Context: an optimization exercise on an open-source flow, tuned for small area. The choices shown serve that exercise and are no tape-out recipe. Only simulation tests tie the RTL to the original design; equivalence was not proved. Power is estimated from default activity; no workload was simulated.

==> flow/design.v (outline; a module is shown in full before it is edited, if it fits) <==
// module tpm_data_buffer: 80 lines
// module tpm_row_dec: 29 lines
// module tpm_row_dec_en: 30 lines
// module tpm_and3: 7 lines
// module tpm_nand2: 8 lines
// module tpm_inv: 7 lines
// module tpm_nand3: 7 lines
// module tpm_nor2: 8 lines
// module tpm_buf_read: 16 lines
// module tpm_ao64: 20 lines
// module tpm_nand4: 7 lines
// module tpm_or6: 12 lines
// module tpm_aoi3: 8 lines
// module tpm_g_a2111o_1: 11 lines
// module tpm_g_a222oi_1: 12 lines
// module tpm_g_a311oi_1: 11 lines
// module tpm_g_a31o_1: 10 lines
// module tpm_g_a31oi_1: 10 lines
// module tpm_g_a32oi_1: 11 lines
// module tpm_g_and2_0: 8 lines
// module tpm_g_and3_1: 9 lines
// module tpm_g_and3b_1: 9 lines
// module tpm_g_and4_1: 10 lines
// module tpm_g_inv_1: 7 lines
// module tpm_g_nand2_1: 8 lines
// module tpm_g_nand2b_1: 8 lines
// module tpm_g_nand3_1: 9 lines
// module tpm_g_nand3b_1: 9 lines
// module tpm_g_nand4_1: 10 lines
// module tpm_g_nor2_1: 8 lines
// module tpm_g_o21a_1: 9 lines
// module tpm_g_o21ai_0: 9 lines
// module tpm_g_o21bai_1: 9 lines
// module tpm_g_o221a_1: 11 lines
// module tpm_g_o22a_1: 10 lines
// module tpm_g_o22ai_1: 10 lines
// module tpm_g_o311ai_0: 11 lines
// module tpm_g_o32a_1: 11 lines
// module tpm_g_or2_0: 8 lines
// module tpm_g_or3_1: 9 lines
// module tpm_g_or4_1: 10 lines
// module tpm_fifo_top: 826 lines
module tpm_fifo_top(clock, reset_n, req_i, we_i, addr_i, wdata_i, rdata_o, cmd_rd_addr_i, cmd_byte_o, rsp_we_i, rsp_byte_i, exec_start_o, exec_done_i, pirq_n_o, locality_o);
  // ...
==> flow/flow/run.sh <==
#!/bin/bash
# Standard ORFS layout (the standard.sh, standard synthesis unchanged) with
# layout-only settings: small port buffers, a clock tree of clkbuf_8 without
# dummy loads, no footprint-locked resizing, plain (not timing-driven) global
# placement. make's output goes to standard.log; each ORFS step keeps its own
# log under orfs/logs.
set -euo pipefail
bash standard.sh \
	"BUFFER_PORTS_ARGS=-buffer_cell sky130_fd_sc_hd__buf_1" \
	"MATCH_CELL_FOOTPRINT=0" \
	"GPL_TIMING_DRIVEN=0" \
	"CTS_ARGS=-sink_clustering_enable -repair_clock_nets -dont_use_dummy_load -buf_list sky130_fd_sc_hd__clkbuf_8 -sink_clustering_size 16 -sink_clustering_max_diameter 60" \
	finish > standard.log 2>&1
==> flow/standard.sh <==
#!/bin/bash
# synth_recipe.tcl (not shown) runs the flow's synth.tcl, then flattens the netlist and writes it again
# the make line also repeats each setting of config.mk as NAME=value (left out here)
make -C /OpenROAD-flow-scripts/flow DESIGN_CONFIG=/design/flow/config.mk WORK_HOME=/design/flow/orfs CLKGATE_MAP_FILE= SYNTH_SCRIPT=/design/flow/synth_recipe.tcl "${@:-finish}"
==> flow/config.mk <==
export PLATFORM = sky130hd
export DESIGN_NAME = tpm_fifo_top
export DESIGN_NICKNAME = tpm_fifo_top
export VERILOG_FILES = /design/flow/design.v
export SDC_FILE = /design/flow/constraint.sdc
export NUM_CORES = 4
export LEC_CHECK = 0
export CAP_MARGIN = 10
export CORE_MARGIN = 2
export CORE_UTILIZATION = 45
export SETUP_SLACK_MARGIN = 0.2
export SLEW_MARGIN = 10
export SYNTH_HIERARCHICAL = 1
==> flow/constraint.sdc <==
create_clock -name core_clock -period 5.0 [get_ports {clock}]
set_input_delay 1.0000 -clock core_clock [delete_from_list [all_inputs] [get_ports {clock}]]
set_output_delay 1.0000 -clock core_clock [all_outputs]
set_load 0.01 [all_outputs]
==> summary.txt, run 1 <==
- CP required: 4.00 ns
- Combinational group share of total power: 2.0%
- GRT met3 Usage: 3.96%
- Clk cell area share: 2.74%
- Fin area: 43,300 um2
- Filler cells: 7,323
- Starting density of the core: 45.3%
- Die area: 91,000 um2
- DIE WIDTH: 302 um
- Status: finished clean
- Pre-CTS WS: -0.324 ns
- GRT busiest layer: met2
- CP max stage delay: 0.60 ns
- FF+latch count: 1,081
- Count leader, synth: edfxtp_1
- Fin util: 49.1%
- Post-DP HPWL: 63,100 um
- Biggest consumer: registers
- Register area: 32,200 um2
- CP cell instances: buf_1 -> nand3_1 -> nor2_1 -> a222oi_1 -> nand4_1 -> nor2_1 -> nand3_1 -> buf_1
- Synth Area in Compound Gates: 10.1%
- Final wirelength: 96,400 um
- RSZ-0062 raised after global routing: false
- Slew headroom: 33.4%
- Max Root-Sink Buffers: 3
- Top layer in use: met4
- Minimum clock period: 4.72 ns
- Pwr dens: 330 nW/um2
- Total CTS buffers: 86
- Final worst-path cycle share: 94.3%
- Ports: 67
- Max_cap viols: 0
- Worst slew pin tran: 0.997 ns
- Hold-fix buffers at CTS: 0
==> run 2: changes to the inputs <==
==> flow/flow/run.sh (replaced) <==
#!/bin/bash
# Standard ORFS layout (the standard.sh, standard synthesis unchanged) with
# layout-only settings: small port buffers, a clock tree of clkbuf_8 (clusters of 18 sinks) without
# dummy loads, no footprint-locked resizing, plain (not timing-driven) global
# placement. make's output goes to standard.log; each ORFS step keeps its own
# log under orfs/logs.
set -euo pipefail
bash standard.sh \
	"BUFFER_PORTS_ARGS=-buffer_cell sky130_fd_sc_hd__buf_1" \
	"MATCH_CELL_FOOTPRINT=0" \
	"GPL_TIMING_DRIVEN=0" \
	"CTS_ARGS=-sink_clustering_enable -repair_clock_nets -dont_use_dummy_load -buf_list sky130_fd_sc_hd__clkbuf_8 -sink_clustering_size 18 -sink_clustering_max_diameter 70" \
	finish > standard.log 2>&1
==> summary.txt, run 2 <==
- RSZ-0062 raised after global routing: true
- Biggest regs: i_tpm_data_buffer.cmd_mem: 512 flops, i_tpm_data_buffer.rsp_mem: 512 flops
- Worst-path clk slew: 0.10 ns
- Fin util: 48.9% (-0.24 points)
- Mapped Cells: 2,249
- Setup TNS: 0 ns
- Ranking of synthesized cells by area: edfxtp_1 77%, a222oi_1 8.5%, dfrtp_1 2.5%
- Reg-to-reg endpoint: i_tpm_data_buffer.cmd_mem[47][5]
- Hold WS: 0.250 ns
- Worst Reg2Reg Path Length in Cells: 11
- GP Congestion: 0.893
- DR vias/cell: 6.51
- GRT Util Overall: 20.8%
- Worst slew pin tran: 0.945 ns (-0.0520 ns)
- Synth Area per Inst: 17.7 um2
- Synth top cells by count: 1,024 x edfxtp_1, 338 x a222oi_1, 234 x nor2_1
- CTS tree: yes
- Skew-Pair Late Insertion Delay: 0.73 ns
- Area Growth Syn to Fin: 7.99%
- Hold-fix buffers at CTS: 0 (unchanged)
- Hold Path Class: primary input to asynchronous set/reset pin
- TritonRoute pass-1 iters: 8
- Startpoint Class: primary input
- GRT busiest layer: met2
- Pre-CTS WS: -0.324 ns (unchanged)
- Die extent in y: 302 um
- Count leader, synth: edfxtp_1
- Initial antenna violation count: 4
- Max Slew Vio Count: 0
- Max VDD drop: 0.000217 V
- Minimum clock period: 4.84 ns (+0.121 ns)
- Post-DP HPWL: 63,100 um (unchanged)
- Number of synthesized flops with an enable pin: 1,024
- Total CTS buffers: 73 (-15%)
- Nets: 2,471
- Commonest non-fill, non-tap cells in the layout: 1,024 x edfxtp_1, 338 x a222oi_1, 234 x nor2_1, 98 x nand4_1, 85 x and3_1
- GR Layer Usage met1: 29.7%
- Gr ovfl total: 0
- Port Buf Inserts: 66
- Pwr dens: 325 nW/um2 (-1.5%)
- Via count: 23,300
- Max Root-Sink Buffers: 3 (unchanged)
- Synth top area share: 77.1%
- Starting density of the core: 45.3% (unchanged)
- Pin count of the biggest net entering global routing: 68
- H-tree depth: 3
- Post-synthesis cell area: 39,900 um2
- Slew headroom: 37.0% (+3.6 points)
- Setup Crit Path Kind: primary input to output pin
- Final worst-path cycle share: 96.8% (+2.4 points)
- Skew final: 0.124 ns
- Synth area leader: edfxtp_1
- Synthesis-stage register bit count: 1,081
- Synth unique cells: 55
- DIE WIDTH: 302 um (unchanged)
- GRT met3 Usage: 4.01% (+0.050 points)
- First-pass GRT wire length: 141,000 um
- Mapped Nets: 2,308
- Layout cells sized above 1: 5.81%
- Sequential area share after synthesis: 80.7%
- DRT antenna net count: 0
- Cell Rows: 109
- Initial DRC Count: 4,655
- Final Setup Violations: 0
- RR Startpoint: r_locality_o_0
- Status: finished clean
- Worst-path maximum fanout: 8
- Main synth FF type: edfxtp_1
- Met2 global-route usage: 32.5%
- Asr flop ratio synth: 5.09%
- Fmax: 207 MHz
- Final hold vios: 0
- Ports: 67 (unchanged)
- Vias in the first global route: 22,400
- DRC: 0
- Final WS setup: 0.162 ns
- CP required: 4.00 ns (about the same)
- Nature of the critical path endpoint: output pin
- Die area: 91,000 um2 (unchanged)
- Commonest non-fill, non-tap cell in the layout: edfxtp_1
- Clock sink count: 1,081
- CP arrival: 3.84 ns
- DR WL/cell: 26.9 um
- Warnings from Yosys: 10
- Clock Tree Root: clkbuf_8
- R2r setup slk: 1.14 ns
- Final wirelength: 96,100 um (-0.28%)
- Leakage: 13.3 nW
- Core ar.: 88,100 um2
- Max_cap viols: 0 (unchanged)
-- run 2: changes by cell type in the layout (fill, tap and decap cells not counted) --
cell / previous run / this run
clkbuf_8: 86 / 73
nand3_1: 74 / 80
nand3_2: 7 / 1
-- run 2: per-stage QoR --
stage | power [mW] | std cells | area, um2
6_report | 14.0 | 3577 | 43100
5_1_grt | 14.4 | 3577 | 43100
4_1_cts | 14.1 | 3574 | 43000
3_5_place_dp | 10.3 | 3501 | 42000
3_3_place_gp | 10.3 | 3480 | 41600
2_1_floorplan | 10.1 | 2249 | 39900
-- run 2: cell families (layout without fill, tap and decap cells) --
kind of cell,count (synthesis),in the layout,share of synthesized area (%)
buffers and inverters,100,260,1.06
DFF,1081,1081,80.7
and+or+nand+nor,606,606,7.41
muxes,1,1,0.0251
adders and majority gates,15,15,0.490
xor gates and xnor gates,8,8,0.176
AOI/OAI and AO/OA,438,439,10.1
other,0,2,0
-- run 2: what timing repair did --
item	4_1_cts	5_1_grt
gates resized for setup	0	1
endpoints found under the setup margin	0	371
setup buffers	0	0
hold endpoints to repair	0	0
-- run 2: per-module statistics from Yosys, one instance, submodules excluded, a selection --
module | area, um2 | cells
tpm_nand4 | 6.26 | 1
tpm_g_o22ai_1 | 6.26 | 1
tpm_g_nand2b_1 | 6.26 | 1
tpm_g_nand2_1 | 3.75 | 1
tpm_g_nor2_1 | 3.75 | 1
tpm_g_a222oi_1 | 10.0 | 1
tpm_fifo_top | 1170 | 56
tpm_g_nand3_1 | 5.00 | 1
tpm_g_and4_1 | 8.76 | 1
tpm_g_a311oi_1 | 8.76 | 1
tpm_g_o21a_1 | 7.51 | 1
tpm_g_a31o_1 | 8.76 | 1
tpm_g_and3_1 | 6.26 | 1
-- run 2: worst max-delay path: stages --
cell and delay, ns:
buf_1 0.23, inv_1 0.14, nand3_1 0.62, nor2_1 0.38, a222oi_1 0.47, nand4_1 0.31
nor2_1 0.34, nand3_1 0.17, buf_1 0.16
-- run 2: worst max-delay path by stage --
stage	end	cells after the start	slack [ns]	from
2_1_floorplan	i_tpm_data_buffer.rsp_top[1]	4	-5.08	rsp_we_i
4_1_cts	cmd_byte_o[4]	9	0.31	cmd_rd_addr_i[0]
3_5_place_dp	i_tpm_data_buffer.cmd_mem[28][0]	16	-0.32	addr_i[14]
3_3_place_gp	i_tpm_data_buffer.rsp_top[4]	6	-8.26	rsp_we_i
5_1_grt	cmd_byte_o[0]	9	0.17	cmd_rd_addr_i[0]
6_report	cmd_byte_o[6]	9	0.16	cmd_rd_addr_i[0]
-- run 2: area by class of cell --
| cell class | instances | area (um2) |
|---|---|---|
| Timing Repair Buffer | 87 | 697 |
| Antenna cell | 2 | 5.00 |
| Multi-Input combinational cell | 1069 | 7280 |
| Fill cell | 7362 | 45000 |
| Inverter | 85 | 323 |
| Sequential cell | 1081 | 32200 |
| Buffer | 15 | 105 |
| Tap cell | 1165 | 1460 |
| Clock buffer | 73 | 1000 |
-- run 2: where the power goes --
group | switching [mW] | internal (mW)
clock network | 2.56 | 1.32
logic | 0.222 | 0.0602
registers | 0.000197 | 9.82
-- run 2: layer usage --
metal,part of all wire (%),wire (um),vias to the layer above
li1,-,-,9949
met1,41,39500,11800
met2,47,45000,1319
met3,9.5,9150,161
met4,2.6,2510,0
met5,0,0,-

==> afterwards: timing with drivers on the ports <==
Ports are ideal in the flow. The routed layouts listed here were re-timed in OpenROAD. Step 1 assumes that a clkbuf_16 drives the clock port and a buf_2 every other input. Step 2, shift: input delay + t, output delay - t, t = (earliest + latest rising clock arrival at the registers) / 2. This alone moves slack from input paths to output paths. Three values: ideal, step 1, step 2; two values: the first two.
run	t (ns)	setup WS [ns]	worst slew at a driven data input, ns
run 1	0.742	0.283 / 0.262 / -0.269	0.11
run 2	0.730	0.162 / 0.139 / -0.225	0.11
Met with ideal ports but missed after step 2: setup timing in run 1 and run 2. The setup slack of run 1, which loses most, moves by -0.021 ns with the drivers and by -0.552 ns with both steps.
